Context: an optimization exercise on an open-source flow, tuned for a short achievable clock period and few clock cycles per item. The choices shown serve that exercise and are no tape-out recipe. In this exercise RTL edits were held to simulation tests only and were not proved equivalent to the original. Power is estimated from default activity; no workload was simulated.

==> inputs of 02-26 <==
// lc4_top
module lc4_top (
   input  logic        clk,
   input  logic        i_reset,
   output logic [15:0] o_imem_addr,
   input  logic [15:0] i_imem_data,
   output logic [15:0] o_dmem_addr,
   output logic        o_dmem_we,
   output logic [15:0] o_dmem_wdata,
   input  logic [15:0] i_dmem_data,
   output logic        o_retire_valid,
   output logic [15:0] o_retire_pc,
   output logic [15:0] o_retire_insn,
   output logic        o_retire_rf_we,
   output logic [2:0]  o_retire_wsel,
   output logic [15:0] o_retire_wdata
);
clock: 4.3 ns
lec_check: 0
abc_clock_period_in_ps: 2000
cap_margin: 20
core_margin: 2
core_utilization: 55
setup_slack_margin: 2.0
slew_margin: 20
run.sh (not shown) runs the stock make flow with config.mk's settings and CLKGATE_MAP_FILE= SYNTH_SCRIPT=/design/flow/synth_recipe.tcl, a recipe that flattens the netlist after the stock synthesis.
==> inputs of 03-16, as changes to 02-26 <==
--- a/flow/design.v
+++ b/flow/design.v
@@ -119,14 +119,42 @@
             assign g[k+1][i] = g[k][i];
             assign p[k+1][i] = p[k][i];
          end
       end
    end
    assign o_sum = p[0] ^ {g[4][14:0], 1'b0};
 endmodule
+module lc4_ksadd
+#(
+   parameter int W = 10,
+   parameter int L = 4
+) (
+   input  logic [W-1:0] i_a,
+   input  logic [W-1:0] i_b,
+   output logic [W-1:0] o_sum,
+   output logic         o_cout
+);
+   logic [W-1:0] g [L+1];
+   logic [W-1:0] p [L+1];
+   assign g[0] = i_a & i_b;
+   assign p[0] = i_a ^ i_b;
+   for (genvar k = 0; k < L; k++) begin : g_lvl
+      for (genvar i = 0; i < W; i++) begin : g_bit
+         if (i >= (1 << k)) begin : g_comb
+            assign g[k+1][i] = g[k][i] | (p[k][i] & g[k][i - (1 << k)]);
+            assign p[k+1][i] = p[k][i] & p[k][i - (1 << k)];
+         end else begin : g_pass
+            assign g[k+1][i] = g[k][i];
+            assign p[k+1][i] = p[k][i];
+         end
+      end
+   end
+   assign o_sum  = p[0] ^ {g[L][W-2:0], 1'b0};
+   assign o_cout = g[L][W-1];
+endmodule
 `timescale 1ns/100ps
 `timescale 1ns/100ps
 module lc4_pipeline
 #(
    parameter logic [15:0] RESET_PC = 16'h8200
 ) (
    input  logic        clk,
@@ -164,14 +192,17 @@
    logic        fd_use_imm;
    logic [15:0] fd_imm;
    logic [6:0]  fd_hi_inc;
    logic [6:0]  fd_hi_dec;
    logic [NBTB-1:0] fd_hit_v;
    logic        fd_use_rs;
    logic        fd_use_rt;
+   logic        fd_dep_rs;
+   logic        fd_dep_rt;
+   logic        fd_dep_br;
    logic        dx_valid;
    logic [15:0] dx_pc;
    logic [15:0] dx_insn;
    logic        dx_rf_we;
    logic [2:0]  dx_wsel;
    logic        dx_is_load;
    logic        dx_is_store;
@@ -249,24 +280,35 @@
          end
          default: begin
             f_use_rs = 1'b0;
             f_use_rt = 1'b0;
          end
       endcase
    end
+   logic [9:0] f_lo_sum;
+   logic       f_lo_cout;
+   lc4_ksadd #(
+      .W (10),
+      .L (4)
+   ) lc4_ksadd_lo (
+      .i_a    ({pc_q[8:0], 1'b1}),
+      .i_b    ({i_imem_data[8:0], 1'b1}),
+      .o_sum  (f_lo_sum),
+      .o_cout (f_lo_cout)
+   );
    logic f_lo_c;
    assign f_lo_c = pc_q[8:0] == 9'h1ff;
    assign f_pcp1 = {f_lo_c ? pc_q[15:9] + 7'd1 : pc_q[15:9], pc_q[8:0] + 9'd1};
    logic [16*NBTB-1:0] btb_pc_f;
    logic [16*NBTB-1:0] btb_pcm1_f;
    logic [16*NBTB-1:0] btb_tgt_f;
-   logic [NBTB-1:0]    lk_hit_v [3];
-   logic [2:0]         lk_hit;
-   logic [15:0]        lk_tgt   [3];
-   logic [15:0]        lk_pc    [3];
+   logic [NBTB-1:0]    lk_hit_v [2];
+   logic [1:0]         lk_hit;
+   logic [15:0]        lk_tgt   [2];
+   logic [15:0]        lk_pc    [2];
    logic [NBTB-1:0]    nx_hit_v;
    logic               nx_hit;
    logic [15:0]        nx_tgt;
    logic [15:0]        nx_pc;
    logic [NBTB-1:0]    q_hit_v;
    logic               q_hit;
    logic [15:0]        q_tgt;
@@ -300,44 +342,21 @@
       .i_fpc   (btb_pc_f),
       .i_addr  (q_tgt),
       .o_hit_v (lk_hit_v[1]),
       .o_hit   (lk_hit[1]),
       .o_tgt   (lk_tgt[1]),
       .o_pc    (lk_pc[1])
    );
-   lc4_btb_lookup #(
-      .NBTB (NBTB)
-   ) lc4_btb_lookup_alt (
-      .i_v     (btb_v),
-      .i_pc    (btb_pc_f),
-      .i_tgt   (btb_tgt_f),
-      .i_fpc   (btb_pc_f),
-      .i_addr  (dx_alt),
-      .o_hit_v (lk_hit_v[2]),
-      .o_hit   (lk_hit[2]),
-      .o_tgt   (lk_tgt[2]),
-      .o_pc    (lk_pc[2])
-   );
    logic f_pc_ok;
    assign f_pc_ok = q_pc == pc_q && (q_hit_v & (q_hit_v - 1'b1)) == '0;
    assign f_hit_v = q_hit_v;
    assign f_hit   = q_hit;
    assign f_tgt   = q_tgt;
    always_comb begin
-      if (redirect) begin
-         nx_hit_v = lk_hit_v[2];
-         nx_hit   = lk_hit[2];
-         nx_tgt   = lk_tgt[2];
-         nx_pc    = lk_pc[2];
-      end else if (d_redirect) begin
-         nx_hit_v = '0;
-         nx_hit   = 1'b0;
-         nx_tgt   = q_tgt;
-         nx_pc    = q_pc;
-      end else if (stall) begin
+      if (stall) begin
          nx_hit_v = q_hit_v;
          nx_hit   = q_hit;
          nx_tgt   = q_tgt;
          nx_pc    = q_pc;
       end else if (f_hit) begin
          nx_hit_v = lk_hit_v[1];
          nx_hit   = lk_hit[1];
@@ -351,16 +370,16 @@
       end
    end
    always_ff @(posedge clk) begin
       if (i_reset) begin
          q_hit_v <= '0;
          q_hit   <= 1'b0;
       end else begin
-         q_hit_v <= nx_hit_v;
-         q_hit   <= nx_hit;
+         q_hit_v <= (redirect || d_redirect) ? '0 : nx_hit_v;
+         q_hit   <= (redirect || d_redirect) ? 1'b0 : nx_hit;
       end
    end
    always_ff @(posedge clk) begin
       q_tgt <= nx_tgt;
       q_pc  <= nx_pc;
    end
    always_comb begin
@@ -378,15 +397,15 @@
       if (i_reset || redirect || d_redirect) fd_valid <= 1'b0;
       else if (!stall)         fd_valid <= 1'b1;
    end
    always_ff @(posedge clk) begin
       if (!stall) begin
          fd_pc   <= pc_q;
          fd_pcp1 <= f_pcp1;
-         fd_lo   <= 10'(({1'b0, pc_q[8:0], 1'b1} + {1'b0, i_imem_data[8:0], 1'b1}) >> 1);
+         fd_lo   <= {f_lo_cout, f_lo_sum[9:1]};
          fd_rt_sel  <= f_rt_sel;
          fd_use_imm <= !((i_imem_data[15:12] == lc4_isa_pkg::OP_ADD ||
                           i_imem_data[15:12] == lc4_isa_pkg::OP_AND) && !i_imem_data[5]);
          fd_imm     <= f_imm;
          fd_hi_inc <= f_lo_c ? pc_q[15:9] + 7'd2 : pc_q[15:9] + 7'd1;
          fd_hi_dec <= f_lo_c ? pc_q[15:9] : pc_q[15:9] - 7'd1;
          fd_insn <= i_imem_data;
@@ -394,14 +413,18 @@
          fd_pc_ok <= f_pc_ok;
          fd_is_br <= i_imem_data[15:12] == lc4_isa_pkg::OP_BR;
          fd_spred <= i_imem_data[15:12] == lc4_isa_pkg::OP_BR && i_imem_data[11:9] != 3'b000 &&
                      (i_imem_data[8] || i_imem_data[11:9] == 3'b111);
          fd_hit_v <= f_hit_v;
          fd_use_rs <= f_use_rs;
          fd_use_rt <= f_use_rt;
+         fd_dep_rs <= i_imem_data[8:6] == fd_insn[11:9];
+         fd_dep_rt <= f_rt_sel == fd_insn[11:9];
+         fd_dep_br <= i_imem_data[15:12] == lc4_isa_pkg::OP_BR &&
+                      i_imem_data[11:9] != 3'b000 && i_imem_data[11:9] != 3'b111;
       end
    end
    always_ff @(posedge clk) begin
       if (i_reset) begin
          btb_v   <= '0;
          btb_ptr <= '0;
       end else begin
@@ -472,37 +495,41 @@
       if (xm_valid && xm_rf_we && xm_wsel == d_rs_sel)      d_rs_val = m_result;
       else if (mw_valid && mw_rf_we && mw_wsel == d_rs_sel) d_rs_val = mw_data;
       else                                                  d_rs_val = rf_rs;
       if (xm_valid && xm_rf_we && xm_wsel == fd_rt_sel)      d_rt_val = m_result;
       else if (mw_valid && mw_rf_we && mw_wsel == fd_rt_sel) d_rt_val = mw_data;
       else                                                  d_rt_val = rf_rt;
    end
-   assign x_wr_rt = dx_valid && dx_rf_we && dx_wsel == fd_rt_sel;
-   assign x_wr_rs = dx_valid && dx_rf_we && dx_wsel == d_rs_sel;
+   assign x_wr_rt = dx_valid && dx_rf_we && fd_dep_rt;
+   assign x_wr_rs = dx_valid && dx_rf_we && fd_dep_rs;
    assign x_quick = dx_is_and ? (dx_a & dx_b) : dx_b;
    assign stall = fd_valid && dx_valid && dx_rf_we &&
-                  ((dx_slow && fd_use_rs && fd_insn[8:6] == dx_wsel) ||
-                   (dx_slow && fd_use_rt && fd_insn[2:0] == dx_wsel) ||
-                   (d_is_br && dx_is_load && fd_insn[11:9] != 3'b000 && fd_insn[11:9] != 3'b111));
+                  ((dx_slow && ((fd_use_rs && fd_dep_rs) || (fd_use_rt && fd_dep_rt))) ||
+                   (fd_dep_br && dx_is_load));
    assign d_pcp1 = fd_pcp1;
    always_comb begin
       case ({fd_insn[8], fd_lo[9]})
          2'b01:   d_hi = fd_hi_inc;
          2'b10:   d_hi = fd_hi_dec;
          default: d_hi = fd_pcp1[15:9];
       endcase
    end
    assign d_target = {d_hi, fd_lo[8:0]};
    logic d_ok;
    logic d_take;
    logic d_drop;
    assign d_ok   = fd_pred && fd_pc_ok;
-   assign d_take = d_ok || fd_spred;
+   logic d_exact;
+   logic d_ftaken;
+   assign d_exact  = fd_is_br && !(dx_valid && dx_rf_we) && !(xm_valid && xm_is_load);
+   assign d_ftaken = (fd_insn[11] && nzp_q[2]) || (fd_insn[10] && nzp_q[1]) ||
+                     (fd_insn[9] && nzp_q[0] && !nzp_q[2] && !nzp_q[1]);
+   assign d_take   = d_exact ? d_ftaken : (d_ok || fd_spred);
    assign d_drop     = fd_valid && !redirect && !stall && fd_pred && !d_ok;
-   assign d_redirect = fd_valid && !redirect && !stall && (fd_pred ? !d_ok : d_take);
+   assign d_redirect = fd_valid && !redirect && !stall && (fd_pred ? !(d_ok && d_take) : d_take);
    always_ff @(posedge clk) begin
       if (i_reset) begin
          dx_valid <= 1'b0;
       end else begin
          dx_valid <= fd_valid && d_valid && !stall && !redirect;
       end
    end
Settings changed: CORE_UTILIZATION 55 to 40.
==> inputs of 03-01, as changes to 02-26 <==
--- a/flow/design.v
+++ b/flow/design.v
@@ -119,14 +119,42 @@
             assign g[k+1][i] = g[k][i];
             assign p[k+1][i] = p[k][i];
          end
       end
    end
    assign o_sum = p[0] ^ {g[4][14:0], 1'b0};
 endmodule
+module lc4_ksadd
+#(
+   parameter int W = 10,
+   parameter int L = 4
+) (
+   input  logic [W-1:0] i_a,
+   input  logic [W-1:0] i_b,
+   output logic [W-1:0] o_sum,
+   output logic         o_cout
+);
+   logic [W-1:0] g [L+1];
+   logic [W-1:0] p [L+1];
+   assign g[0] = i_a & i_b;
+   assign p[0] = i_a ^ i_b;
+   for (genvar k = 0; k < L; k++) begin : g_lvl
+      for (genvar i = 0; i < W; i++) begin : g_bit
+         if (i >= (1 << k)) begin : g_comb
+            assign g[k+1][i] = g[k][i] | (p[k][i] & g[k][i - (1 << k)]);
+            assign p[k+1][i] = p[k][i] & p[k][i - (1 << k)];
+         end else begin : g_pass
+            assign g[k+1][i] = g[k][i];
+            assign p[k+1][i] = p[k][i];
+         end
+      end
+   end
+   assign o_sum  = p[0] ^ {g[L][W-2:0], 1'b0};
+   assign o_cout = g[L][W-1];
+endmodule
 `timescale 1ns/100ps
 `timescale 1ns/100ps
 module lc4_pipeline
 #(
    parameter logic [15:0] RESET_PC = 16'h8200
 ) (
    input  logic        clk,
@@ -164,14 +192,17 @@
    logic        fd_use_imm;
    logic [15:0] fd_imm;
    logic [6:0]  fd_hi_inc;
    logic [6:0]  fd_hi_dec;
    logic [NBTB-1:0] fd_hit_v;
    logic        fd_use_rs;
    logic        fd_use_rt;
+   logic        fd_dep_rs;
+   logic        fd_dep_rt;
+   logic        fd_dep_br;
    logic        dx_valid;
    logic [15:0] dx_pc;
    logic [15:0] dx_insn;
    logic        dx_rf_we;
    logic [2:0]  dx_wsel;
    logic        dx_is_load;
    logic        dx_is_store;
@@ -249,24 +280,35 @@
          end
          default: begin
             f_use_rs = 1'b0;
             f_use_rt = 1'b0;
          end
       endcase
    end
+   logic [9:0] f_lo_sum;
+   logic       f_lo_cout;
+   lc4_ksadd #(
+      .W (10),
+      .L (4)
+   ) lc4_ksadd_lo (
+      .i_a    ({pc_q[8:0], 1'b1}),
+      .i_b    ({i_imem_data[8:0], 1'b1}),
+      .o_sum  (f_lo_sum),
+      .o_cout (f_lo_cout)
+   );
    logic f_lo_c;
    assign f_lo_c = pc_q[8:0] == 9'h1ff;
    assign f_pcp1 = {f_lo_c ? pc_q[15:9] + 7'd1 : pc_q[15:9], pc_q[8:0] + 9'd1};
    logic [16*NBTB-1:0] btb_pc_f;
    logic [16*NBTB-1:0] btb_pcm1_f;
    logic [16*NBTB-1:0] btb_tgt_f;
-   logic [NBTB-1:0]    lk_hit_v [3];
-   logic [2:0]         lk_hit;
-   logic [15:0]        lk_tgt   [3];
-   logic [15:0]        lk_pc    [3];
+   logic [NBTB-1:0]    lk_hit_v [2];
+   logic [1:0]         lk_hit;
+   logic [15:0]        lk_tgt   [2];
+   logic [15:0]        lk_pc    [2];
    logic [NBTB-1:0]    nx_hit_v;
    logic               nx_hit;
    logic [15:0]        nx_tgt;
    logic [15:0]        nx_pc;
    logic [NBTB-1:0]    q_hit_v;
    logic               q_hit;
    logic [15:0]        q_tgt;
@@ -300,44 +342,21 @@
       .i_fpc   (btb_pc_f),
       .i_addr  (q_tgt),
       .o_hit_v (lk_hit_v[1]),
       .o_hit   (lk_hit[1]),
       .o_tgt   (lk_tgt[1]),
       .o_pc    (lk_pc[1])
    );
-   lc4_btb_lookup #(
-      .NBTB (NBTB)
-   ) lc4_btb_lookup_alt (
-      .i_v     (btb_v),
-      .i_pc    (btb_pc_f),
-      .i_tgt   (btb_tgt_f),
-      .i_fpc   (btb_pc_f),
-      .i_addr  (dx_alt),
-      .o_hit_v (lk_hit_v[2]),
-      .o_hit   (lk_hit[2]),
-      .o_tgt   (lk_tgt[2]),
-      .o_pc    (lk_pc[2])
-   );
    logic f_pc_ok;
    assign f_pc_ok = q_pc == pc_q && (q_hit_v & (q_hit_v - 1'b1)) == '0;
    assign f_hit_v = q_hit_v;
    assign f_hit   = q_hit;
    assign f_tgt   = q_tgt;
    always_comb begin
-      if (redirect) begin
-         nx_hit_v = lk_hit_v[2];
-         nx_hit   = lk_hit[2];
-         nx_tgt   = lk_tgt[2];
-         nx_pc    = lk_pc[2];
-      end else if (d_redirect) begin
-         nx_hit_v = '0;
-         nx_hit   = 1'b0;
-         nx_tgt   = q_tgt;
-         nx_pc    = q_pc;
-      end else if (stall) begin
+      if (stall) begin
          nx_hit_v = q_hit_v;
          nx_hit   = q_hit;
          nx_tgt   = q_tgt;
          nx_pc    = q_pc;
       end else if (f_hit) begin
          nx_hit_v = lk_hit_v[1];
          nx_hit   = lk_hit[1];
@@ -351,16 +370,16 @@
       end
    end
    always_ff @(posedge clk) begin
       if (i_reset) begin
          q_hit_v <= '0;
          q_hit   <= 1'b0;
       end else begin
-         q_hit_v <= nx_hit_v;
-         q_hit   <= nx_hit;
+         q_hit_v <= (redirect || d_redirect) ? '0 : nx_hit_v;
+         q_hit   <= (redirect || d_redirect) ? 1'b0 : nx_hit;
       end
    end
    always_ff @(posedge clk) begin
       q_tgt <= nx_tgt;
       q_pc  <= nx_pc;
    end
    always_comb begin
@@ -378,15 +397,15 @@
       if (i_reset || redirect || d_redirect) fd_valid <= 1'b0;
       else if (!stall)         fd_valid <= 1'b1;
    end
    always_ff @(posedge clk) begin
       if (!stall) begin
          fd_pc   <= pc_q;
          fd_pcp1 <= f_pcp1;
-         fd_lo   <= 10'(({1'b0, pc_q[8:0], 1'b1} + {1'b0, i_imem_data[8:0], 1'b1}) >> 1);
+         fd_lo   <= {f_lo_cout, f_lo_sum[9:1]};
          fd_rt_sel  <= f_rt_sel;
          fd_use_imm <= !((i_imem_data[15:12] == lc4_isa_pkg::OP_ADD ||
                           i_imem_data[15:12] == lc4_isa_pkg::OP_AND) && !i_imem_data[5]);
          fd_imm     <= f_imm;
          fd_hi_inc <= f_lo_c ? pc_q[15:9] + 7'd2 : pc_q[15:9] + 7'd1;
          fd_hi_dec <= f_lo_c ? pc_q[15:9] : pc_q[15:9] - 7'd1;
          fd_insn <= i_imem_data;
@@ -394,14 +413,18 @@
          fd_pc_ok <= f_pc_ok;
          fd_is_br <= i_imem_data[15:12] == lc4_isa_pkg::OP_BR;
          fd_spred <= i_imem_data[15:12] == lc4_isa_pkg::OP_BR && i_imem_data[11:9] != 3'b000 &&
                      (i_imem_data[8] || i_imem_data[11:9] == 3'b111);
          fd_hit_v <= f_hit_v;
          fd_use_rs <= f_use_rs;
          fd_use_rt <= f_use_rt;
+         fd_dep_rs <= i_imem_data[8:6] == fd_insn[11:9];
+         fd_dep_rt <= f_rt_sel == fd_insn[11:9];
+         fd_dep_br <= i_imem_data[15:12] == lc4_isa_pkg::OP_BR &&
+                      i_imem_data[11:9] != 3'b000 && i_imem_data[11:9] != 3'b111;
       end
    end
    always_ff @(posedge clk) begin
       if (i_reset) begin
          btb_v   <= '0;
          btb_ptr <= '0;
       end else begin
@@ -472,37 +495,41 @@
       if (xm_valid && xm_rf_we && xm_wsel == d_rs_sel)      d_rs_val = m_result;
       else if (mw_valid && mw_rf_we && mw_wsel == d_rs_sel) d_rs_val = mw_data;
       else                                                  d_rs_val = rf_rs;
       if (xm_valid && xm_rf_we && xm_wsel == fd_rt_sel)      d_rt_val = m_result;
       else if (mw_valid && mw_rf_we && mw_wsel == fd_rt_sel) d_rt_val = mw_data;
       else                                                  d_rt_val = rf_rt;
    end
-   assign x_wr_rt = dx_valid && dx_rf_we && dx_wsel == fd_rt_sel;
-   assign x_wr_rs = dx_valid && dx_rf_we && dx_wsel == d_rs_sel;
+   assign x_wr_rt = dx_valid && dx_rf_we && fd_dep_rt;
+   assign x_wr_rs = dx_valid && dx_rf_we && fd_dep_rs;
    assign x_quick = dx_is_and ? (dx_a & dx_b) : dx_b;
    assign stall = fd_valid && dx_valid && dx_rf_we &&
-                  ((dx_slow && fd_use_rs && fd_insn[8:6] == dx_wsel) ||
-                   (dx_slow && fd_use_rt && fd_insn[2:0] == dx_wsel) ||
-                   (d_is_br && dx_is_load && fd_insn[11:9] != 3'b000 && fd_insn[11:9] != 3'b111));
+                  ((dx_slow && ((fd_use_rs && fd_dep_rs) || (fd_use_rt && fd_dep_rt))) ||
+                   (fd_dep_br && dx_is_load));
    assign d_pcp1 = fd_pcp1;
    always_comb begin
       case ({fd_insn[8], fd_lo[9]})
          2'b01:   d_hi = fd_hi_inc;
          2'b10:   d_hi = fd_hi_dec;
          default: d_hi = fd_pcp1[15:9];
       endcase
    end
    assign d_target = {d_hi, fd_lo[8:0]};
    logic d_ok;
    logic d_take;
    logic d_drop;
    assign d_ok   = fd_pred && fd_pc_ok;
-   assign d_take = d_ok || fd_spred;
+   logic d_exact;
+   logic d_ftaken;
+   assign d_exact  = fd_is_br && !(dx_valid && dx_rf_we) && !(xm_valid && xm_is_load);
+   assign d_ftaken = (fd_insn[11] && nzp_q[2]) || (fd_insn[10] && nzp_q[1]) ||
+                     (fd_insn[9] && nzp_q[0] && !nzp_q[2] && !nzp_q[1]);
+   assign d_take   = d_exact ? d_ftaken : (d_ok || fd_spred);
    assign d_drop     = fd_valid && !redirect && !stall && fd_pred && !d_ok;
-   assign d_redirect = fd_valid && !redirect && !stall && (fd_pred ? !d_ok : d_take);
+   assign d_redirect = fd_valid && !redirect && !stall && (fd_pred ? !(d_ok && d_take) : d_take);
    always_ff @(posedge clk) begin
       if (i_reset) begin
          dx_valid <= 1'b0;
       end else begin
          dx_valid <= fd_valid && d_valid && !stall && !redirect;
       end
    end
Settings changed: CORE_UTILIZATION 55 to 50, SETUP_SLACK_MARGIN 2.0 to 2.2.
==> results.txt <==
quantity	03-01	02-26	03-16
Fraction of the yosys area taken by sequential cells	61.30%	56.82%	61.30%
Max transition margin	40.18%	39.73%	41.64%
Placed Cells	3210	3517	3453
Core outline area	61370 um2	59240 um2	76200 um2
Arrival time of data at the critical path endpoint	2.84 ns	2.83 ns	2.64 ns
Wl on met1	35520 um	39830 um	35770 um
Placed cell areas	33120 um2	35160 um2	33370 um2
Antenna fix cells	0	2	1
Launching element of the worst setup path	lc4_pipeline_i.q_tgt[1]	lc4_pipeline_i.q_tgt[4]	lc4_pipeline_i.pc_q[4]
Number of multi-input combinational cells	1445	1732	1443
Fin crit share	54.67%	54.88%	53.09%
Synthesized-area fraction occupied by ao, oa, aoi and oai cells	6.957%	11.14%	6.957%
Area share of and/or/nand/nor cells after synthesis	10.07%	10.96%	10.07%
X dimension of the die	252.4 um	249.3 um	281.8 um
Termination of the worst setup path	lc4_pipeline_i.q_pc[3]	lc4_pipeline_i.q_pc[11]	lc4_pipeline_i.fd_hi_inc[5]
Required time of the critical path	4.79 ns	4.77 ns	4.66 ns
Non-clock buffer area fraction after layout	9.397%	10.06%	5.877%
Comb pwr share	11.0%	10.9%	9.0%
Power per standard cell area	437.6 nW/um2	412.3 nW/um2	457.0 nW/um2
Number of nets in the synthesized netlist	2470	2848	2470
Initial core utilization	50.29%	55.84%	40.50%
Top layer used by detailed routing	met4	met5	met5
Outcome	timing/DRC/antenna clean	timing/DRC/antenna clean	timing/DRC/antenna clean
Testbench counts of 02-26, summed over its fixed seeds: cycles 48,297, items 42,737.
Testbench counts of 03-16, summed over its fixed seeds: cycles 48,112, items 42,737.
Testbench counts of 03-01, summed over its fixed seeds: cycles 48,112, items 42,737.

## separate check: timing with driven ports
The results above use ideal ports. As a check the final layouts listed here were re-extracted and re-timed, cells and wires unchanged. Step 1, drivers: a clkbuf_16 drives clk and a buf_2 each remaining input, both assumed. Step 2 adds t to the input delays and takes it off the output delays; t is the mean of the earliest and latest rising clock arrival at the registers after step 1. Input paths then give back, and output paths get back, about the clock's delay inside the block. Slacks: no drivers / after step 1 / after step 2; pairs: no drivers / after step 1.
run | t (ns) | slack for setup (ns) | worst setup path at the end | worst register clock-pin slew, ns | worst data-port slew with drivers (ns)
02-26 | 0.684 | 1.940 / 1.940 / 1.439 | input to register | 0.07 / 0.07 | 0.04
03-16 | 0.672 | 2.017 / 1.986 / 1.373 | input to register | 0.06 / 0.06 | 0.14
03-01 | 0.677 | 1.949 / 1.949 / 1.457 | input to register | 0.06 / 0.06 | 0.13
After both steps every run listed still meets setup and hold. The setup slack of 03-16, which loses most, moves by -0.031 ns with the drivers and by -0.644 ns with both steps.
